This design comes from an exercise in tuning for small area and a short achievable clock period on the open sky130 flow, not from production work.
In this exercise RTL edits were held to simulation tests only and were not proved equivalent to the original.
Power figures rest on the tool's default switching activity, not on a simulated workload.

===== flow/flow/run.sh =====
#!/bin/bash
# The standard ORFS layout with three changes:
#  - ports are buffered with buf_2 instead of the default (a slow delay buffer),
#  - the resizer may swap cells across footprints,
#  - clock tree: clkbuf_16 root, clkbuf_8 elsewhere, smaller sink clusters,
#    no dummy loads.
set -euo pipefail
bash standard.sh finish \
    MATCH_CELL_FOOTPRINT=0 \
    "BUFFER_PORTS_ARGS=-buffer_cell sky130_fd_sc_hd__buf_2" \
    "CTS_ARGS=-sink_clustering_enable -repair_clock_nets -root_buf sky130_fd_sc_hd__clkbuf_16 -buf_list sky130_fd_sc_hd__clkbuf_8 -dont_use_dummy_load -sink_clustering_size 18 -sink_clustering_max_diameter 50" \
    > flow_make.log 2>&1

===== flow/standard.sh =====
#!/bin/bash
# synth_recipe.tcl (not shown) runs the flow's synth.tcl, then flattens the netlist and writes it again
# the make line also repeats each setting of config.mk as NAME=value (left out here)
make -C /OpenROAD-flow-scripts/flow DESIGN_CONFIG=/design/flow/config.mk WORK_HOME=/design/flow/orfs CLKGATE_MAP_FILE= SYNTH_SCRIPT=/design/flow/synth_recipe.tcl "${@:-finish}"

===== flow/config.mk =====
export PLATFORM = sky130hd
export DESIGN_NAME = mipsPipeline
export DESIGN_NICKNAME = mipsPipeline
export VERILOG_FILES = /design/flow/design.v
export SDC_FILE = /design/flow/constraint.sdc
export NUM_CORES = 4
export LEC_CHECK = 0
export CAP_MARGIN = 20
export CORE_MARGIN = 2
export CORE_UTILIZATION = 50
export PLACE_DENSITY = 0.55
export SETUP_SLACK_MARGIN = 3.3
export SLEW_MARGIN = 20
export SYNTH_HIERARCHICAL = 1
export TNS_END_PERCENT = 100

===== flow/constraint.sdc =====
create_clock -name core_clock -period 6.0 [get_ports {CLOCK}]
set_input_delay 1.2000 -clock core_clock [delete_from_list [all_inputs] [get_ports {CLOCK}]]
set_output_delay 1.2000 -clock core_clock [all_outputs]
set_load 0.01 [all_outputs]

===== flow/design.v =====
`timescale 1ns/1ps
module readGroup3 (
    input  logic [2:0] select,
    input  logic [2:0] data,
    output logic       anyLow
);
    assign anyLow = !(|(select & data));
endmodule
module registerFile (
    input  logic        CLOCK,
    input  logic        RESET,
    input  logic [31:1] selectA,        
    input  logic [31:1] selectB,
    input  logic        writeEnable,    
    input  logic [4:0]  writeIndex,
    input  logic [31:0] writeData,
    output logic [31:0] readDataA,
    output logic [31:0] readDataB
);
    logic [31:0] registers [1:31];
    logic [31:0] loadData;
    logic [31:1] load;
    assign loadData = RESET ? 32'b0 : writeData;
    always_comb
        for (int i = 1; i < 32; i++)
            load[i] = RESET || (writeEnable && writeIndex == 5'(i));
    always_ff @(posedge CLOCK)
        for (int i = 1; i < 32; i++)
            if (load[i])
                registers[i] <= loadData;
    for (genvar b = 0; b < 32; b++)
    begin : g_bit
        logic [9:0] lowA, lowB;
        for (genvar k = 0; k < 10; k++)
        begin : g_group
            readGroup3 i_a (.select(selectA[3*k+3:3*k+1]),
                            .data({registers[3*k+3][b], registers[3*k+2][b], registers[3*k+1][b]}),
                            .anyLow(lowA[k]));
            readGroup3 i_b (.select(selectB[3*k+3:3*k+1]),
                            .data({registers[3*k+3][b], registers[3*k+2][b], registers[3*k+1][b]}),
                            .anyLow(lowB[k]));
        end
        assign readDataA[b] = !(&lowA) || (selectA[31] && registers[31][b]);
        assign readDataB[b] = !(&lowB) || (selectB[31] && registers[31][b]);
    end
endmodule
`timescale 1ns/1ps
module mipsPipeline #(
    parameter logic [31:0] resetAddress = 32'h0000_0000
) (
    input  logic        CLOCK,
    input  logic        RESET,
    input  logic [31:0] instrData,
    input  logic [31:0] dataReadData,
    output logic [31:0] instrAddress,
    output logic [31:0] dataAddress,
    output logic [31:0] dataWriteData,
    output logic        dataWrite,
    output logic        regWriteEnable,
    output logic [4:0]  regWriteIndex,
    output logic [31:0] regWriteData
);
    logic [31:0] programCounter;
    logic [31:2] nextSequential;
    logic        redirect;
    logic [31:2] targetExecute;      
    assign nextSequential = programCounter[31:2] + 30'd1;
    always_ff @(posedge CLOCK)
    begin
        if (RESET)
            programCounter <= resetAddress;
        else if (redirect)
            programCounter[31:2] <= targetExecute;
        else
            programCounter[31:2] <= nextSequential;
    end
    assign instrAddress = programCounter;
    logic [31:0] instrDecode;
    logic        validDecode;
    logic [31:1] selectADecode, selectBDecode;    
    logic [16:0] targetLowDecode;
    always_ff @(posedge CLOCK)
    begin
        validDecode <= !(RESET || redirect);
        instrDecode <= instrData;
        targetLowDecode <= {1'b0, nextSequential[17:2]} + {1'b0, instrData[15:0]};
        for (int i = 1; i < 32; i++)
        begin
            selectADecode[i] <= (instrData[25:21] == 5'(i));
            selectBDecode[i] <= (instrData[20:16] == 5'(i));
        end
    end
    logic [5:0] opcode, funct;
    logic [4:0] rs, rt, rd;
    assign opcode = instrDecode[31:26];
    assign rs = instrDecode[25:21];
    assign rt = instrDecode[20:16];
    assign rd = instrDecode[15:11];
    assign funct = instrDecode[5:0];
    logic isRType, isAddImm, isLoad, isStore, isAndi, isOri, isXori;
    logic isBeq, isBne, isJump;
    logic fnAdd, fnSub, fnAnd, fnOr, fnXor, fnNor, fnSlt, fnSll, fnSrl, fnSra;
    assign isRType  = (opcode == 6'b000000);
    assign isJump   = (opcode == 6'b000010);
    assign isBeq    = (opcode == 6'b000100);
    assign isBne    = (opcode == 6'b000101);
    assign isAddImm = (opcode == 6'b001000) || (opcode == 6'b001001);
    assign isAndi   = (opcode == 6'b001100);
    assign isOri    = (opcode == 6'b001101);
    assign isXori   = (opcode == 6'b001110);
    assign isLoad   = (opcode == 6'b100011);
    assign isStore  = (opcode == 6'b101011);
    assign fnAdd = isRType && (funct == 6'b100000 || funct == 6'b100001);
    assign fnSub = isRType && (funct == 6'b100010 || funct == 6'b100011);
    assign fnAnd = isRType && (funct == 6'b100100);
    assign fnOr  = isRType && (funct == 6'b100101);
    assign fnXor = isRType && (funct == 6'b100110);
    assign fnNor = isRType && (funct == 6'b100111);
    assign fnSlt = isRType && (funct == 6'b101010);
    assign fnSll = isRType && (funct == 6'b000000);
    assign fnSrl = isRType && (funct == 6'b000010);
    assign fnSra = isRType && (funct == 6'b000011);
    logic rTypeKnown, immediateOp, regWrite;
    logic [4:0] destination;
    assign rTypeKnown = fnAdd || fnSub || fnAnd || fnOr || fnXor || fnNor ||
                        fnSlt || fnSll || fnSrl || fnSra;
    assign immediateOp = isAddImm || isAndi || isOri || isXori || isLoad;
    assign regWrite = rTypeKnown || immediateOp;
    assign destination = isRType ? rd : rt;
    logic [31:0] readDataA, readDataB;
    logic [31:0] writebackData, memoryResult;
    logic        regWriteMemory;
    logic [4:0]  writeIndexMemory;
    registerFile i_registerFile (
        .CLOCK(CLOCK),
        .RESET(RESET),
        .selectA(selectADecode),
        .selectB(selectBDecode),
        .writeEnable(regWriteMemory),
        .writeIndex(writeIndexMemory),
        .writeData(memoryResult),
        .readDataA(readDataA),
        .readDataB(readDataB)
    );
    logic [31:0] immediate, operandB;
    logic        zeroExtend, useImmediate, invertB;
    assign zeroExtend = isAndi || isOri || isXori;
    assign useImmediate = !isRType;
    assign invertB = fnSub || fnSlt;
    assign immediate = {{16{instrDecode[15] && !zeroExtend}}, instrDecode[15:0]};
    assign operandB = useImmediate ? immediate : (readDataB ^ {32{invertB}});
    logic [31:2] target, branchTarget;
    logic [31:18] highPlusOne, highMinusOne;
    always_comb
    begin
        for (int j = 0; j < 14; j++)
        begin
            highPlusOne[18 + j] = programCounter[18 + j] ^
                                  (&(programCounter[31:18] | (14'h3fff << j)));
            highMinusOne[18 + j] = programCounter[18 + j] ^
                                   !(|(programCounter[31:18] & ~(14'h3fff << j)));
        end
        branchTarget[17:2] = targetLowDecode[15:0];
        case ({targetLowDecode[16], instrDecode[15]})
            2'b10:   branchTarget[31:18] = highPlusOne;
            2'b01:   branchTarget[31:18] = highMinusOne;
            default: branchTarget[31:18] = programCounter[31:18];
        endcase
    end
    assign target = isJump ? {programCounter[31:28], instrDecode[25:0]} : branchTarget;
    logic        regWriteExecute, loadExecute, storeExecute;
    logic        branchExecute, branchOnEqualExecute, jumpExecute;
    logic        addExecute, subExecute, andExecute, orExecute, xorExecute, norExecute;
    logic        sltExecute, shiftExecute, sllExecute, arithExecute;
    logic [4:0]  shamtExecute, writeIndexExecute;
    logic [31:0] srcAExecute, operandBExecute, storeDataExecute;
    logic        takeBranch;
    always_ff @(posedge CLOCK)
    begin
        if (RESET || redirect || !validDecode)
        begin
            regWriteExecute <= 1'b0;
            loadExecute <= 1'b0;
            storeExecute <= 1'b0;
            branchExecute <= 1'b0;
            jumpExecute <= 1'b0;
        end
        else
        begin
            regWriteExecute <= regWrite && (destination != 5'd0);
            loadExecute <= isLoad;
            storeExecute <= isStore;
            branchExecute <= isBeq || isBne;
            jumpExecute <= isJump;
        end
        branchOnEqualExecute <= isBeq;
        addExecute <= isAddImm || isLoad || isStore || fnAdd || fnSub;
        subExecute <= fnSub || fnSlt;
        andExecute <= fnAnd || isAndi;
        orExecute  <= fnOr || isOri;
        xorExecute <= fnXor || isXori;
        norExecute <= fnNor;
        sltExecute <= fnSlt;
        shiftExecute <= fnSll || fnSrl || fnSra;
        sllExecute <= fnSll;
        arithExecute <= fnSra;
        shamtExecute <= instrDecode[10:6];
        writeIndexExecute <= destination;
        srcAExecute <= readDataA;
        operandBExecute <= operandB;
        storeDataExecute <= readDataB;
        if (!takeBranch)
            targetExecute <= target;
    end
    logic [32:0] sumCarry;
    logic [31:0] sum, logicResult, shiftInput, rightShift, shiftResult, otherResult;
    assign sumCarry = {srcAExecute, 1'b1} + {operandBExecute, subExecute};
    assign sum = sumCarry[32:1];
    always_comb
    begin
        logicResult = ({32{andExecute}} & (srcAExecute & operandBExecute)) |
                      ({32{orExecute}}  & (srcAExecute | operandBExecute)) |
                      ({32{xorExecute}} & (srcAExecute ^ operandBExecute)) |
                      ({32{norExecute}} & ~(srcAExecute | operandBExecute));
        for (int i = 0; i < 32; i++)
            shiftInput[i] = sllExecute ? operandBExecute[31 - i] : operandBExecute[i];
        rightShift = 32'($signed({arithExecute && shiftInput[31], shiftInput}) >>> shamtExecute);
        for (int i = 0; i < 32; i++)
            shiftResult[i] = sllExecute ? rightShift[31 - i] : rightShift[i];
        otherResult = logicResult | ({32{shiftExecute}} & shiftResult);
    end
    assign takeBranch = jumpExecute ||
                        (branchExecute && ((srcAExecute == storeDataExecute) == branchOnEqualExecute));
    logic        loadMemory, storeMemory, takeBranchMemory;
    logic        addMemory, sltMemory, signsDifferMemory, signAMemory;
    logic [31:0] sumMemory, otherMemory, storeDataMemory;
    logic        lessThan;
    always_ff @(posedge CLOCK)
    begin
        if (RESET || redirect)
        begin
            regWriteMemory <= 1'b0;
            loadMemory <= 1'b0;
            storeMemory <= 1'b0;
            takeBranchMemory <= 1'b0;
        end
        else
        begin
            regWriteMemory <= regWriteExecute;
            loadMemory <= loadExecute;
            storeMemory <= storeExecute;
            takeBranchMemory <= takeBranch;
        end
        writeIndexMemory <= writeIndexExecute;
        sumMemory <= sum;
        otherMemory <= otherResult;
        addMemory <= addExecute;
        sltMemory <= sltExecute;
        signsDifferMemory <= (srcAExecute[31] == operandBExecute[31]);
        signAMemory <= srcAExecute[31];
        storeDataMemory <= storeDataExecute;
    end
    assign redirect = takeBranchMemory;
    assign dataAddress = sumMemory;
    assign dataWriteData = storeDataMemory;
    assign dataWrite = storeMemory;
    assign lessThan = signsDifferMemory ? signAMemory : sumMemory[31];
    assign memoryResult = loadMemory ? dataReadData :
                          (({32{addMemory}} & sumMemory) | otherMemory |
                           {31'b0, sltMemory && lessThan});
    always_ff @(posedge CLOCK)
    begin
        if (RESET)
            regWriteEnable <= 1'b0;
        else
            regWriteEnable <= regWriteMemory;
        regWriteIndex <= writeIndexMemory;
        writebackData <= memoryResult;
    end
    assign regWriteData = writebackData;
endmodule

==> results by group, run 1 <==
Yosys
  • Top cells by instance count after synthesis: edfxtp_1, a222oi_1, dfxtp_1, nand2_1, nor2_1
  • Post-Syn Area: 58800 um^2
  • Share of the synthesized area in the top cell type: 52.2%
  • Yosys warns: 9
  • Post-synth EDFFs: 1022
  • Synth unique cells: 74
  • Cells after synthesis: 4020
  • Fraction of registers with async set/reset: 0%
  • Yosys reg bits: 1433
  • Avg Cell Area, Syn: 14.6 um^2
  • Most common cell in the netlist: edfxtp_1
  • Primary FF master, synth: edfxtp_1
  • Ranking of synthesized cells by area: edfxtp_1, dfxtp_1, a222oi_1
  • Cell taking the most area after synthesis: edfxtp_1
  • Sequential element share of the synthesized area: 66.2%

Timing
  • RSZ-0062 raised after global routing: yes
  • Fin Clk Skew: 0.0872 ns
  • Final min period: 2.79 ns
  • # setup viols final: 0
  • Max Clock Freq: 358 MHz
  • Worst slew pin tran: 1.13 ns
  • Fin crit share: 46.5%
  • Final Hold Viols: 0
  • Final Max Tran Viols: 0
  • Max-slew headroom: 24.3%
  • Setup TNS: 0 ns

Power and ir drop
  • Switching Power: 5.22 mW
  • Overall power: 19.4 mW
  • Worst ir drop on vdd: 296 uV
  • Sw Share: 26.8%
  • Cell Pwr Density: 294 nW/um^2
  • Internal: 14.2 mW
  • Comb pwr share: 12.1%
  • Clock power frac: 27.0%
  • P_leak: 24.2 nW
  • Seq pwr share: 60.9%

Clocking
  • H-tree depth: 4
  • Clock Path Buffers: 3
  • CTS buffer count: 140
  • CTS tree: built
  • Clock Tree Root: clkbuf_16
  • # clock sinks: 1433
  • Clk Latency, worst-skew pair: 0.77 ns
  • CTS clk-pin slew, worst paths: 0.08 ns

Setup path
  • CP max stage delay: 0.64 ns
  • Critical path arrival: 3.25 ns
  • Crit Path Max Fanout: 58
  • Crit path required time: 6.46 ns
  • Worst setup SP type: flop
  • Setup CP Type: reg2reg
  • Max stage delay cell, worst path: nor2b_4
  • Crit-path cells: buf_4, nand2_1, o21ai_1, nor2b_4
  • Worst Setup End Kind: flop

Final layout
  • Share of layout cells above drive strength 1: 20.2%
  • Nets@finish: 4577
  • Filler instances: 9512
  • Layout area overhead: 12.4%

Drt
  • Routed WL per cell: 37.2 um
  • Drt pass-1 iters: 13
  • Total wire length: 221000 um
  • Remaining DRCs: 0
  • Vias: 43129
  • Routed Antenna Nets: 0
  • Vias/cell: 7.25
  • Starting DRT DRC Count: 7974

Status
  • Outcome: finished clean

Die
  • I/O pins: 201
  • Die Area: 120000 um^2
  • Die Wd: 347 um
  • Die Ht: 347 um
  • Initial core utilization: 50.5%
  • Core area: 116000 um^2
  • FP Rows: 125

Global routing
  • Gr usage total: 35.3%
  • First-pass GRT wire length: 303000 um
  • Initial antenna violation count: 11
  • Maximum number of pins on one net before global-route repair: 59
  • Vias in the first global route: 40548
  • Grt total ovfl: 0

Place
  • Final GP Congestion: 0.998
  • PortBufs: 198
  • Post-DP HPWL: 144000 um

Min path
  • Hold Path Class: reg2reg

Job
  • Max_cap viols: 0
-- metrics by stage --
stage / std cells / utilization, % / hold WS (ns) / worst slack (ns) / area [um^2]
5_1_grt: 5949 / 56.8 / 0.299 / 3.19 / 66000
3_3_place_gp: 5721 / 53.6 / 0.312 / 2.52 / 62400
6_report: 5950 / 56.8 / 0.303 / 3.21 / 66000
4_1_cts: 5890 / 55.9 / 0.302 / 3.19 / 65100
2_1_floorplan: 4021 / - / 0.310 / 2.49 / 58900
3_5_place_dp: 5725 / 53.7 / 0.315 / 2.44 / 62500
-- cells in the final DEF (no fill, tap or decap), drive strengths merged, types with 8 or more instances in the layout --
master	n
a2111o	67
a211oi	10
a21o	31
a21oi	123
a221o	18
a221oi	10
a222oi	640
a22oi	26
a31o	12
and2	14
buf	399
clkbuf	145
dfxtp	411
edfxtp	1022
ha	82
inv	86
mux2	42
mux2i	68
mux4	67
nand2	225
nand2b	23
nand3	26
nand3b	8
nand4	149
nor2	193
nor2b	59
nor3	51
nor4	13
o211ai	10
o21ai	141
o31ai	8
or2	8
or3	8
xnor2	89
xor2	61
-- final timing paths --
check                                                                  end  slack, ns                    startpoint  cells past startpoint
worst max register to register  i_registerFile.registers[21][11]$_DFFE_PP_       3.21         loadMemory$_SDFF_PN0_                      4
worst max-delay path            i_registerFile.registers[21][11]$_DFFE_PP_       3.21         loadMemory$_SDFF_PN0_                      4
worst min-delay path                           writeIndexMemory[4]$_DFF_P_       0.30  writeIndexExecute[4]$_DFF_P_                      0
worst min register to register                 writeIndexMemory[4]$_DFF_P_       0.30  writeIndexExecute[4]$_DFF_P_                      0
-- logic make-up (layout without fill, tap and decap cells) --
logic type	after synthesis	count (layout)	synth area share (%)
AOI/OAI and AO/OA	1144	1144	16.9
xor gates and xnor gates	150	150	2.24
adders and majority gates	84	84	1.81
buffers and inverters	235	631	1.63
DFF	1433	1433	66.2
muxes	177	177	4.53
other	1	3	0.00638
and+or+nand+nor	796	804	6.69
-- final cells by class --
cell class / instances / area (um^2) / share of cell area, %
repair buffers: 404 / 2970 / 4.49
multi-input cells: 2361 / 19800 / 30.0
inverters: 87 / 335 / 0.508
diodes: 1 / 2.50 / 0.00379
well taps: 1524 / 1910 / 2.89
flip-flops and latches: 1433 / 39100 / 59.2
clock buffers: 140 / 1940 / 2.93
-- power groups by stage --
stage | clock, mW | sequential (mW) | combinational [mW]
2_1_floorplan | 0 | 11.9 | 1.13
3_3_place_gp | 0 | 12.0 | 2.13
3_5_place_dp | 0 | 12.0 | 2.14
4_1_cts | 5.33 | 11.8 | 2.23
5_1_grt | 5.69 | 11.9 | 2.47
6_report | 5.24 | 11.8 | 2.36
-- per-module statistics from Yosys, one instance, submodules excluded --
module,times used,cells inside,flops+latches,cell area (um^2)
readGroup3,640,1,0,10.0
registerFile,1,1348,992,32200
mipsPipeline,1,2032,441,20100
-- critical path: cells and delay by family (launching register included) --
family	cells	cell delay, ns
buf+inv	1	0.52
simple gates	2	0.88
flops	1	0.53
compound gates	1	0.54
-- flip-flops by register name, indices dropped and copies added, names as in the netlist, 5 cells and up --
signal                    count
i_registerFile.registers    992
instrDecode                  32
operandBExecute              32
otherMemory                  32
programCounter               30
regWriteIndex                 5
selectADecode                31
selectBDecode                31
shamtExecute                  5
srcAExecute                  32
storeDataExecute             32
storeDataMemory              32
sumMemory                    32
targetExecute                30
targetLowDecode              17
writeIndexExecute             5
writeIndexMemory              5
writebackData                32
-- repair_timing --
action                                  in CTS  in global routing
endpoints found under the setup margin     893                328
setup buffers                               21                 46
hold buffers                                 0                  0
gates resized for setup                    126                116
gates cloned                                 4                 10
endpoints found under the hold margin        0                  0
pin swaps                                   19                 34
-- layer usage --
metal | track usage (%) | vias up | wire length [um]
met1 | 46.8 | 21726 | 82800
met3 | 8.07 | 448 | 25800
met4 | 13.5 | 8 | 10100
met5 | 0 | - | 45
li1 | - | 17966 | -
met2 | 56.7 | 2981 | 103000
==> run 2: changes to the inputs <==
--- a/flow/design.v
+++ b/flow/design.v
@@ -144,10 +144,10 @@
     );
     logic [31:0] immediate, operandB;
-    logic        zeroExtend, useImmediate, invertB;
+    logic        zeroExtend, useImmediate, invertA;
     assign zeroExtend = isAndi || isOri || isXori;
     assign useImmediate = !isRType;
-    assign invertB = fnSub || fnSlt;
+    assign invertA = fnSub || fnSlt;
     assign immediate = {{16{instrDecode[15] && !zeroExtend}}, instrDecode[15:0]};
-    assign operandB = useImmediate ? immediate : (readDataB ^ {32{invertB}});
+    assign operandB = useImmediate ? immediate : readDataB;
     logic [31:2] target, branchTarget;
     logic [31:18] highPlusOne, highMinusOne;
@@ -207,5 +207,5 @@
         shamtExecute <= instrDecode[10:6];
         writeIndexExecute <= destination;
-        srcAExecute <= readDataA;
+        srcAExecute <= readDataA ^ {32{invertA}};
         operandBExecute <= operandB;
         storeDataExecute <= readDataB;
@@ -213,8 +213,6 @@
             targetExecute <= target;
     end
-    logic [32:0] sumCarry;
     logic [31:0] sum, logicResult, shiftInput, rightShift, shiftResult, otherResult;
-    assign sumCarry = {srcAExecute, 1'b1} + {operandBExecute, subExecute};
-    assign sum = sumCarry[32:1];
+    assign sum = srcAExecute + operandBExecute;
     always_comb
     begin
@@ -233,5 +231,5 @@
                         (branchExecute && ((srcAExecute == storeDataExecute) == branchOnEqualExecute));
     logic        loadMemory, storeMemory, takeBranchMemory;
-    logic        addMemory, sltMemory, signsDifferMemory, signAMemory;
+    logic        addMemory, subMemory, sltMemory, signsDifferMemory, signAMemory;
     logic [31:0] sumMemory, otherMemory, storeDataMemory;
     logic        lessThan;
@@ -256,7 +254,8 @@
         otherMemory <= otherResult;
         addMemory <= addExecute;
+        subMemory <= subExecute;
         sltMemory <= sltExecute;
         signsDifferMemory <= (srcAExecute[31] == operandBExecute[31]);
-        signAMemory <= srcAExecute[31];
+        signAMemory <= !srcAExecute[31];
         storeDataMemory <= storeDataExecute;
     end
@@ -265,7 +264,7 @@
     assign dataWriteData = storeDataMemory;
     assign dataWrite = storeMemory;
-    assign lessThan = signsDifferMemory ? signAMemory : sumMemory[31];
+    assign lessThan = signsDifferMemory ? signAMemory : !sumMemory[31];
     assign memoryResult = loadMemory ? dataReadData :
-                          (({32{addMemory}} & sumMemory) | otherMemory |
+                          (({32{addMemory}} & (sumMemory ^ {32{subMemory}})) | otherMemory |
                            {31'b0, sltMemory && lessThan});
     always_ff @(posedge CLOCK)
--- a/flow/config.mk
+++ b/flow/config.mk
@@ -8,6 +8,6 @@
 export CAP_MARGIN = 20
 export CORE_MARGIN = 2
-export CORE_UTILIZATION = 50
-export PLACE_DENSITY = 0.55
+export CORE_UTILIZATION = 40
+export PLACE_DENSITY = 0.45
 export SETUP_SLACK_MARGIN = 3.3
 export SLEW_MARGIN = 20
==> run 2 against run 1 <==
  * Combinational power rose by 4%
  * Sequential cell count rose by 1
  * Clock-buffer cell count rose by 11
  * Sequential share of layout area fell by 0.051 points
  * Clock skew fell by 0.0089 ns
==> results by group, run 2 <==
Yosys
  • Sequential element share of the synthesized area: 66.3%
  • Fraction of registers with async set/reset: 0%
  • Synth unique cells: 77
  • Share of the synthesized area in the top cell type: 52.2%
  • Yosys reg bits: 1434
  • Yosys warns: 9
  • Cell taking the most area after synthesis: edfxtp_1
  • Avg Cell Area, Syn: 14.4 um^2
  • Ranking of synthesized cells by area: edfxtp_1, dfxtp_1, a222oi_1
  • Primary FF master, synth: edfxtp_1
  • Most common cell in the netlist: edfxtp_1
  • Cells after synthesis: 4087
  • Post-Syn Area: 58800 um^2
  • Top cells by instance count after synthesis: edfxtp_1, a222oi_1, dfxtp_1, nand2_1, nor2_1
  • Post-synth EDFFs: 1022

Min path
  • Hold Crit Depth: 0
  • Hold path endpoint: addMemory$_DFF_P_
  • Hold Path Class: reg2reg
  • Hold path startpoint: addExecute$_DFF_P_

Clocking
  • # clock sinks: 1434
  • CTS clk-pin slew, worst paths: 0.09 ns
  • Post-CTS Hold Buffers: 0
  • CTS buffer count: 151
  • Clock Tree Root: clkbuf_16
  • Clock Path Buffers: 3
  • Clk Latency, worst-skew pair: 0.76 ns
  • CTS tree: built
  • H-tree depth: 4

Place
  • Setup slack after placement: 2.38 ns
  • Placed inst area: 62900 um^2
  • PortBufs: 198
  • Cell Count Post-Placement: 6200
  • Post-DP HPWL: 150000 um
  • Final GP Congestion: 0.923

Drt
  • Vias: 42978
  • Vias/cell: 6.71
  • Starting DRT DRC Count: 7918
  • Remaining DRCs: 0
  • Routed Antenna Nets: 0
  • Drt pass-1 iters: 9
  • Routed WL per cell: 37.2 um
  • Total wire length: 239000 um

Die
  • Core area: 146000 um^2
  • Initial core utilization: 40.3%
  • Die Ht: 387 um
  • Die Area: 150000 um^2
  • I/O pins: 201
  • Die Wd: 387 um
  • FP Rows: 140

Final layout
  • Finished Layout Cells: 6408
  • Top reg by flops: i_registerFile.registers
  • Nets@finish: 4629
  • Multi-input gate area: 19700 um^2
  • Share of layout cells above drive strength 1: 19.3%
  • Largest register FFs: 992
  • Layout area overhead: 12.6%
  • Fin area: 66100 um^2
  • Register Area: 39100 um^2
  • Commonest non-fill, non-tap cells in the layout: edfxtp_1, a222oi_1, dfxtp_1
  • Commonest non-fill, non-tap cell in the layout: edfxtp_1
  • Filler instances: 13199
  • Core Util, Final: 45.4%

Setup path
  • FF-to-FF setup slack: 3.24 ns
  • Worst setup path start: subMemory$_DFF_P_
  • Max stage delay cell, worst path: o21ai_1
  • R2r startpoint: subMemory$_DFF_P_
  • Crit-path cells: xor2_1, a21oi_1, o21ai_1, nor2b_2, buf_4
  • Critical path arrival: 3.27 ns
  • Setup CP Type: reg2reg
  • Crit Path Max Fanout: 31
  • Worst setup SP type: flop
  • Crit path required time: 6.51 ns
  • Reg-to-Reg End: i_registerFile.registers[17][12]$_DFFE_PP_
  • CP max stage delay: 0.75 ns
  • Reg2reg path depth: 5
  • Worst Setup End Kind: flop

Timing
  • Final Max Tran Viols: 0
  • # setup viols final: 0
  • Final Hold Viols: 0
  • Fin crit share: 46.1%
  • Worst slew pin tran: 1.22 ns
  • RSZ-0062 raised after global routing: yes
  • Max-slew headroom: 18.4%
  • Fin Clk Skew: 0.0783 ns
  • Min setup slack post-route: 3.24 ns
  • Final min period: 2.76 ns
  • Max Clock Freq: 362 MHz
  • Hold slack: 0.312 ns
  • Setup TNS: 0 ns

Status
  • Outcome: finished clean

Power and ir drop
  • P_leak: 24.4 nW
  • Cell Pwr Density: 299 nW/um^2
  • Overall power: 19.8 mW
  • Worst ir drop on vdd: 207 uV

Global routing
  • Gr usage total: 30.7%
  • Initial antenna violation count: 17
  • First-pass GRT wire length: 324000 um
  • Maximum number of pins on one net before global-route repair: 54
  • Vias in the first global route: 40424
  • Grt total ovfl: 0

Job
  • Max_cap viols: 0
-- run 2: changes by cell type after synthesis, moves of 17 or more --
cell,before,now
nand2_1,224,319
a22oi_1,26,8
xor2_1,61,118
clkbuf_1,107,90
mux4_2,67,46
xnor2_1,89,61
o221ai_1,5,23
o21ai_0,130,96
-- run 2: critical path: cells and delay by family (launching register included) --
family                    cells  cell delay, ns
AOI/OAI and AO/OA             2            0.86
xor gates and xnor gates      1            0.19
buffers and inverters         1            0.37
DFF                           1            0.65
and+or+nand+nor               1            0.39
-- run 2: layer usage --
| layer | vias up | wire [um] | GRT usage (%) |
|---|---|---|---|
| li1 | 18077 | - | - |
| met1 | 22068 | 101000 | 43.4 |
| met2 | 2442 | 104000 | 45.4 |
| met3 | 387 | 22700 | 6.23 |
| met4 | 4 | 10900 | 13.7 |
| met5 | - | 17 | 0 |
-- run 2: worst max-delay path by stage --
stage	end	slack (ns)
after floorplan	i_registerFile.registers[20][0]$_DFFE_PP_	2.49
after global placement	sumMemory[31]$_DFF_P_	2.50
after detailed placement	sumMemory[29]$_DFF_P_	2.38
after CTS	sumMemory[22]$_DFF_P_	3.24
after global routing	sumMemory[22]$_DFF_P_	3.17
final	i_registerFile.registers[17][12]$_DFFE_PP_	3.24
-- run 2: repair_timing --
action	CTS	global route
cloned	0	0
pin swaps	15	26
resized for setup	109	90
buffers inserted	26	17
setup endpoints to repair	1249	508
-- run 2: final cells by class --
type	instances	share of cell area, %
antenna	14	0.0530
sequential	1434	59.1
clock buffer	151	3.16
tap	1917	3.63
timing repair buffer	385	3.84
inverter	84	0.480
multi-input combinational	2423	29.7
-- run 2: power by group --
part / internal, mW / switching [mW] / leakage, nW
clock: 2.25 / 3.23 / 1.09
sequential: 11.3 / 0.562 / 14.0
combinational: 0.828 / 1.62 / 9.28
total: 14.4 / 5.41 / 24.4
-- run 2: modules after synthesis, one instance, submodules excluded --
module	cell area, um^2	flip-flops and latches
readGroup3	10.0	0
mipsPipeline	20200	442
registerFile	32200	992
-- run 2: kinds of logic after synthesis --
kind of cell | after synthesis | share of synthesized area (%)
AND/OR/NAND/NOR | 891 | 7.28
buffers and inverters | 231 | 1.67
multiplexers | 146 | 3.57
XOR/XNOR | 179 | 2.67
AO/OA/AOI/OAI | 1121 | 16.7
other | 1 | 0.00638
adder cells (fa/ha/maj) | 84 | 1.81
flip-flops | 1434 | 66.3
==> run 3: changes to the inputs <==
--- a/flow/config.mk
+++ b/flow/config.mk
@@ -10,5 +10,5 @@
 export CORE_UTILIZATION = 40
 export PLACE_DENSITY = 0.45
-export SETUP_SLACK_MARGIN = 3.3
+export SETUP_SLACK_MARGIN = 3.4
 export SLEW_MARGIN = 20
 export SYNTH_HIERARCHICAL = 1
==> run 3 against run 2 <==
  * Sequential power about the same
  * Critical path depth grew 7
  * Sequential cell count unchanged
  * Die area did not move
  * Worst setup slack better by 0.042 ns
  * Via count decreased by 0.11%
  * Non-clock buffer count increased by 14
  * Hold slack improved by 0.018 ns
  * Clock power barely moved
  * Power increased by 0.41%
  * Clock skew is 0.017 ns higher
  * Largest cell class unchanged
  * Highest routed layer unchanged
==> results by group, run 3 <==
Status
  • Outcome: finished clean

Final layout
  • Nets@finish: 4643
  • Commonest non-fill, non-tap cell in the layout: edfxtp_1
  • Core Util, Final: 45.8%
  • Layout area overhead: 13.5%
  • Top reg by flops: i_registerFile.registers
  • Commonest non-fill, non-tap cells in the layout: edfxtp_1, a222oi_1, nand2_1
  • Share of layout cells above drive strength 1: 21.5%
  • Fin area: 66700 um^2
  • Largest register FFs: 992

Min path
  • Hold path endpoint: addMemory$_DFF_P_
  • Hold path startpoint: addExecute$_DFF_P_
  • Hold Path Class: reg2reg
  • Hold Crit Depth: 0

Yosys
  • Avg Cell Area, Syn: 14.4 um^2
  • Most common cell in the netlist: edfxtp_1
  • Compound-Gate Fraction of Synth Area: 16.7%
  • Top cells by instance count after synthesis: edfxtp_1, a222oi_1, dfxtp_1, nand2_1, nor2_1
  • Multiplexer share of the synthesized area: 3.57%
  • Share of the synthesized area in the top cell type: 52.2%
  • Cells after synthesis: 4087
  • Post-synth EDFFs: 1022
  • Primary FF master, synth: edfxtp_1
  • Synth Area in XOR/XNOR: 2.67%
  • Sequential element share of the synthesized area: 66.3%
  • Area share of fa/ha/maj cells after synthesis: 1.81%
  • Simple-Gate Fraction of Synth Area: 7.28%
  • Yosys warns: 9
  • Ranking of synthesized cells by area: edfxtp_1, dfxtp_1, a222oi_1
  • Yosys reg bits: 1434
  • Synth unique cells: 77
  • Fraction of registers with async set/reset: 0%
  • Largest family of logic cells by synthesized area: compound AO/OA/AOI/OAI gates
  • Cell taking the most area after synthesis: edfxtp_1
  • Post-Syn Area: 58800 um^2

Die
  • I/O pins: 201
  • Die Ht: 387 um
  • Die Area: 150000 um^2
  • FP Rows: 140
  • Die Wd: 387 um
  • Initial core utilization: 40.3%
  • Core area: 146000 um^2

Timing
  • Hold slack: 0.331 ns
  • Max-slew headroom: 20.6%
  • Fin crit share: 45.4%
  • Final min period: 2.72 ns
  • Max Clock Freq: 367 MHz
  • # setup viols final: 0
  • Fin Clk Skew: 0.0949 ns
  • Worst slew pin tran: 1.19 ns
  • Final Max Tran Viols: 0
  • Setup TNS: 0 ns
  • Final Hold Viols: 0
  • RSZ-0062 raised after global routing: yes

Drt
  • Remaining DRCs: 0
  • Routed WL per cell: 36.7 um
  • Starting DRT DRC Count: 7816
  • Vias/cell: 6.69
  • Drt pass-1 iters: 10
  • Routed Antenna Nets: 0
  • Total wire length: 236000 um
  • Vias: 42931

Setup path
  • Setup CP Type: reg2reg
  • Reg2reg path depth: 12
  • Reg-to-Reg End: sumMemory[28]$_DFF_P_
  • R2r startpoint: operandBExecute[0]$_DFF_P_
  • Crit-path leading delay family: compound AO/OA/AOI/OAI gates
  • Worst Setup End Kind: flop
  • Critical path arrival: 3.34 ns
  • Crit Path Max Fanout: 3
  • Crit-path cells: ha_4, inv_2, fa_2, nor2b_2, o31a_1, o211a_1, o21ai_4, a31o_4, a21boi_4, buf_4, o41ai_2, nor3_1
  • CP bufs+invs: 2
  • FF-to-FF setup slack: 3.28 ns
  • Max stage delay cell, worst path: dfxtp_4
  • Crit path required time: 6.61 ns
  • Worst setup SP type: flop
  • CP max stage delay: 0.37 ns

Clocking
  • Clock Tree Root: clkbuf_16
  • CTS clk-pin slew, worst paths: 0.10 ns
  • Clock Path Buffers: 3
  • CTS buffer count: 151
  • Clk Latency, worst-skew pair: 0.78 ns
  • H-tree depth: 4
  • CTS tree: built
  • # clock sinks: 1434

Power and ir drop
  • Clock power frac: 27.7%
  • Sw Share: 27.4%
  • Switching Power: 5.45 mW
  • Cell Pwr Density: 298 nW/um^2
  • Comb pwr share: 12.6%
  • Seq pwr share: 59.7%
  • P_leak: 24.5 nW
  • Internal: 14.4 mW
  • Worst ir drop on vdd: 174 uV

Global routing
  • Initial antenna violation count: 15
  • First-pass GRT wire length: 322000 um
  • Gr usage total: 30.4%
  • Vias in the first global route: 40155
  • Maximum number of pins on one net before global-route repair: 54
  • Grt total ovfl: 0

Place
  • Post-DP HPWL: 150000 um
  • Placed inst area: 62900 um^2
  • PortBufs: 198
  • Final GP Congestion: 0.932

Job
  • Max_cap viols: 0
-- run 3: cell counts after synthesis --
Identical to the previous run, type by type.
-- run 3: cells by family after synthesis --
logic type | Yosys count
DFF | 1434
AOI/OAI and AO/OA | 1121
and+or+nand+nor | 891
buffers and inverters | 231
xor gates and xnor gates | 179
muxes | 146
adders and majority gates | 84
other | 1
-- run 3: routing by layer --
metal / vias to the layer above / wire length [um] / global-route usage [%]
li1: 18096 / - / -
met4: 6 / 10300 / 12.1
met3: 342 / 23800 / 6.45
met2: 2477 / 104000 / 45.7
met1: 22010 / 98000 / 42.8
met5: - / 38 / 0
-- run 3: repair_timing --
| item | 4_1_cts | 5_1_grt |
|---|---|---|
| pin swaps | 16 | 53 |
| gates resized for setup | 177 | 156 |
| endpoints found under the hold margin | 0 | 0 |
| buffers inserted | 23 | 43 |
| setup endpoints to repair | 1027 | 514 |
| hold buffers | 0 | 0 |
-- run 3: worst max-delay path by stage --
| stage | startpoint | end | slack [ns] | cells past startpoint |
|---|---|---|---|---|
| 2_1_floorplan | writeIndexMemory[1]$_DFF_P_ | i_registerFile.registers[20][0]$_DFFE_PP_ | 2.49 | 3 |
| 3_3_place_gp | instrData[0] | targetLowDecode[16]$_DFF_P_ | 2.69 | 11 |
| 3_5_place_dp | instrData[0] | targetLowDecode[14]$_DFF_P_ | 2.68 | 11 |
| 4_1_cts | srcAExecute[0]$_DFF_P_ | sumMemory[22]$_DFF_P_ | 3.27 | 11 |
| 5_1_grt | srcAExecute[0]$_DFF_P_ | sumMemory[22]$_DFF_P_ | 3.21 | 11 |
| 6_report | operandBExecute[0]$_DFF_P_ | sumMemory[28]$_DFF_P_ | 3.28 | 12 |
-- run 3: power groups by stage --
| stage | clock network [mW] | logic, mW | registers [mW] |
|---|---|---|---|
| 6_report | 5.50 | 2.51 | 11.9 |
| 2_1_floorplan | 0 | 1.15 | 11.9 |
| 3_5_place_dp | 0 | 2.29 | 12.1 |
| 5_1_grt | 5.99 | 2.64 | 11.9 |
| 4_1_cts | 5.66 | 2.36 | 11.9 |
| 3_3_place_gp | 0 | 2.28 | 12.1 |
-- run 3: cell type report --
cell class / instances / area [um^2]
diodes: 9 / 22.5
fillers: 13204 / 79000
multi-input cells: 2423 / 20000
flip-flops and latches: 1434 / 39200
clock buffers: 151 / 2090
repair buffers: 399 / 2650
well taps: 1917 / 2400
inverters: 84 / 318
-- run 3: worst reg2reg max path, stage by stage (launching register included) --
cell and delay, ns:
dfxtp_4 0.37, ha_4 0.17, inv_2 0.05, fa_2 0.21, nor2b_2 0.05, o31a_1 0.31
o211a_1 0.29, o21ai_4 0.29, a31o_4 0.24, a21boi_4 0.06, buf_4 0.16, o41ai_2 0.28
nor3_1 0.09
-- run 3: Yosys stat by module (local to each module, per instance) --
module	flip-flops and latches	times used	cells inside	area, um^2
mipsPipeline	442	1	2099	20200
readGroup3	0	640	1	10.0
registerFile	992	1	1348	32200
-- run 3: per-stage QoR --
step / std cells / total power, mW / worst slack, ns
after floorplan: 4088 / 13.1 / 2.49
after global placement: 6189 / 14.4 / 2.69
after detailed placement: 6190 / 14.4 / 2.68
after CTS: 6364 / 19.9 / 3.27
after global routing: 6408 / 20.6 / 3.21
final: 6417 / 19.9 / 3.28
==> run 4: changes to the inputs <==
--- a/flow/config.mk
+++ b/flow/config.mk
@@ -8,8 +8,8 @@
 export CAP_MARGIN = 20
 export CORE_MARGIN = 2
-export CORE_UTILIZATION = 40
-export PLACE_DENSITY = 0.45
-export SETUP_SLACK_MARGIN = 3.4
+export CORE_UTILIZATION = 50
+export PLACE_DENSITY = 0.55
+export SETUP_SLACK_MARGIN = 3.3
 export SLEW_MARGIN = 20
 export SYNTH_HIERARCHICAL = 1
-export TNS_END_PERCENT = 100
+export TNS_END_PERCENT = 30
==> run 4 against run 3 <==
  * Critical endpoint is now i_registerFile.registers[21][9]$_DFFE_PP_
  * Area after synthesis is the same
  * Critical path depth decreased by 9
  * Power is 2.9% lower
  * Still clean
  * Global-route usage up 5.7 points
  * Clock-buffer cell count is 14 lower
  * First-iteration DRC count shrank 0.28%
  * Hold slack got worse by 0.018 ns
  * Routed wire length fell by 5.4%
==> results by group, run 4 <==
Timing
  • Min setup slack post-route: 3.27 ns
  • Final min period: 2.73 ns
  • RSZ-0062 raised after global routing: yes
  • Max Clock Freq: 366 MHz
  • Final Max Tran Viols: 0
  • Setup TNS: 0 ns
  • Final Hold Viols: 0
  • Max-slew headroom: 21.5%
  • Fin Clk Skew: 0.106 ns
  • # setup viols final: 0
  • Fin crit share: 45.5%
  • Worst slew pin tran: 1.18 ns

Die
  • Die Area: 120000 um^2
  • Core area: 116000 um^2
  • I/O pins: 201
  • Initial core utilization: 50.5%
  • FP Rows: 125
  • Die Wd: 347 um
  • Die Ht: 347 um

Setup path
  • Critical path arrival: 3.06 ns
  • Crit path required time: 6.33 ns
  • Worst Setup End Kind: flop
  • Worst setup SP type: flop
  • Crit Path Max Fanout: 27
  • Setup CP Type: reg2reg

Final layout
  • Nets@finish: 4611
  • Commonest non-fill, non-tap cells in the layout: edfxtp_1, a222oi_1, dfxtp_1
  • Layout area overhead: 11.0%
  • Finished Layout Cells: 5988
  • Register Area: 39100 um^2
  • Fin area: 65300 um^2
  • Commonest non-fill, non-tap cell in the layout: edfxtp_1
  • Multi-input gate area: 19500 um^2
  • Filler instances: 9621
  • Largest register FFs: 992
  • Top reg by flops: i_registerFile.registers
  • Share of layout cells above drive strength 1: 18.3%

Yosys
  • Synth unique cells: 77
  • Avg Cell Area, Syn: 14.4 um^2
  • Simple-Gate Fraction of Synth Area: 7.28%
  • Cell taking the most area after synthesis: edfxtp_1
  • Cells after synthesis: 4087
  • Share of the synthesized area in the top cell type: 52.2%
  • Area share of fa/ha/maj cells after synthesis: 1.81%
  • Sequential element share of the synthesized area: 66.3%
  • Most common cell in the netlist: edfxtp_1
  • Top cells by instance count after synthesis: edfxtp_1, a222oi_1, dfxtp_1, nand2_1, nor2_1
  • Yosys reg bits: 1434
  • Yosys warns: 9
  • Post-synth EDFFs: 1022
  • Primary FF master, synth: edfxtp_1
  • Synth Area in XOR/XNOR: 2.67%
  • Ranking of synthesized cells by area: edfxtp_1, dfxtp_1, a222oi_1
  • Compound-Gate Fraction of Synth Area: 16.7%
  • Post-Syn Area: 58800 um^2
  • Largest family of logic cells by synthesized area: compound AO/OA/AOI/OAI gates
  • Multiplexer share of the synthesized area: 3.57%
  • Fraction of registers with async set/reset: 0%

Place
  • Cell Count Post-Placement: 5809
  • Final GP Congestion: 0.960
  • Post-DP HPWL: 144000 um
  • Placed inst area: 62400 um^2
  • Setup slack after placement: 2.44 ns
  • PortBufs: 198

Clocking
  • Post-CTS Hold Buffers: 0
  • Clk Latency, worst-skew pair: 0.74 ns
  • Clock Path Buffers: 3
  • CTS tree: built
  • CTS buffer count: 137
  • Clock Tree Root: clkbuf_16
  • CTS clk-pin slew, worst paths: 0.10 ns
  • # clock sinks: 1434
  • H-tree depth: 4

Global routing
  • Grt total ovfl: 0
  • Initial antenna violation count: 12
  • Vias in the first global route: 41348
  • First-pass GRT wire length: 308000 um
  • Gr usage total: 36.1%
  • Maximum number of pins on one net before global-route repair: 64

Drt
  • Remaining DRCs: 0
  • Vias/cell: 7.24
  • Vias: 43370
  • Total wire length: 223000 um
  • Drt pass-1 iters: 14
  • Routed Antenna Nets: 0
  • Starting DRT DRC Count: 7794
  • Routed WL per cell: 37.2 um

Power and ir drop
  • P_leak: 24.3 nW
  • Worst ir drop on vdd: 223 uV
  • Cell Pwr Density: 296 nW/um^2

Min path
  • Hold Path Class: reg2reg

Job
  • Max_cap viols: 0

Status
  • Outcome: finished clean
run 4: changes by cell type in the layout (fill, tap and decap cells not counted), sizes merged:
| cell | change |
|---|---|
| buf | -17 |
| clkbuf | -15 |
| diode | -4 |
run 4: power by group:
group	switching (mW)	internal, mW
clock	3.08	2.05
sequential	0.500	11.3
combinational	1.56	0.803
run 4: final timing paths:
check	startpoint	endpoint	slack, ns	cells past startpoint
max	writeIndexMemory[4]$_DFF_P_	i_registerFile.registers[21][9]$_DFFE_PP_	3.27	3
min	storeDataExecute[24]$_DFF_P_	storeDataMemory[24]$_DFF_P_	0.31	0
max reg2reg	writeIndexMemory[4]$_DFF_P_	i_registerFile.registers[21][9]$_DFFE_PP_	3.27	3
min reg2reg	storeDataExecute[24]$_DFF_P_	storeDataMemory[24]$_DFF_P_	0.31	0
run 4: what timing repair did:
| item | 4_1_cts | 5_1_grt |
|---|---|---|
| pin swaps | 14 | 31 |
| gates resized for setup | 71 | 103 |
| endpoints found under the setup margin | 480 | 726 |
| setup buffers | 25 | 12 |
run 4: kinds of logic (layout without fill, tap and decap cells):
family | after synthesis | count (layout)
buf+inv | 231 | 602
simple gates | 891 | 891
compound gates | 1121 | 1121
other cells | 1 | 7
flops | 1434 | 1434
fa+ha+maj | 84 | 84
mux | 146 | 146
xor+xnor | 179 | 179
run 4: worst max-delay path, cell delays in order, from the launching register on:
cell      delay [ns]
dfxtp_1         0.69
nand4b_1        0.54
o21ai_4         0.47
buf_4           0.62
run 4: stage by stage:
step | total power, mW | utilization, % | hold slack (ns)
after floorplan | 13.1 | - | 0.310
after global placement | 14.2 | 53.6 | 0.311
after detailed placement | 14.2 | 53.7 | 0.312
after CTS | 19.3 | 55.7 | 0.314
after global routing | 19.9 | 56.1 | 0.314
final | 19.3 | 56.1 | 0.313
run 4: routing by layer:
layer	vias to the layer above	wire, um	GRT usage, %
li1	18015	-	-
met1	21942	85600	48.5
met2	2899	98800	54.9
met3	504	26500	8.82
met4	10	12100	17.6
met5	-	62	0
run 4: layout make-up:
| class | instances | area share, % |
|---|---|---|
| sequential | 1434 | 59.9 |
| multi-input combinational | 2423 | 30.0 |
| tap | 1524 | 2.92 |
| clock buffer | 137 | 2.91 |
| inverter | 84 | 0.483 |
| timing repair buffer | 381 | 3.85 |
| antenna | 5 | 0.0192 |
run 4: modules after synthesis, one instance, submodules excluded:
module,area [um^2],flip-flops and latches,copies in the design
readGroup3,10.0,0,640
registerFile,32200,992,1
mipsPipeline,20200,442,1

==> static timing again, ports no longer ideal <==
How much do the figures lean on ideal ports? The routed layouts below were timed once more, with nothing changed but the port constraints.
Step 1 assumes that a clkbuf_16 drives the clock port and a buf_2 every other input.
Step 2 times the ports against the registers' clock, not the clock port: input delays grow and output delays shrink by t, the midpoint of the rising clock arrivals with the driver on.
a / b / c = ideal ports / drivers / drivers and shift; a / b = the first two.
run	t, ns	setup WS [ns]	latest minus earliest clock arrival (ns)
run 1	0.793	3.211 / 3.211 / 2.469	0.090 / 0.089
run 2	0.815	3.236 / 3.236 / 2.680	0.082 / 0.083
run 3	0.825	3.278 / 3.278 / 2.786	0.096 / 0.096
run 4	0.769	3.269 / 3.227 / 2.594	0.116 / 0.117
After both steps setup and hold are still met in every run listed. For run 1, which loses most, drivers alone change the setup slack by 0.000 ns; drivers and shift together by -0.742 ns.
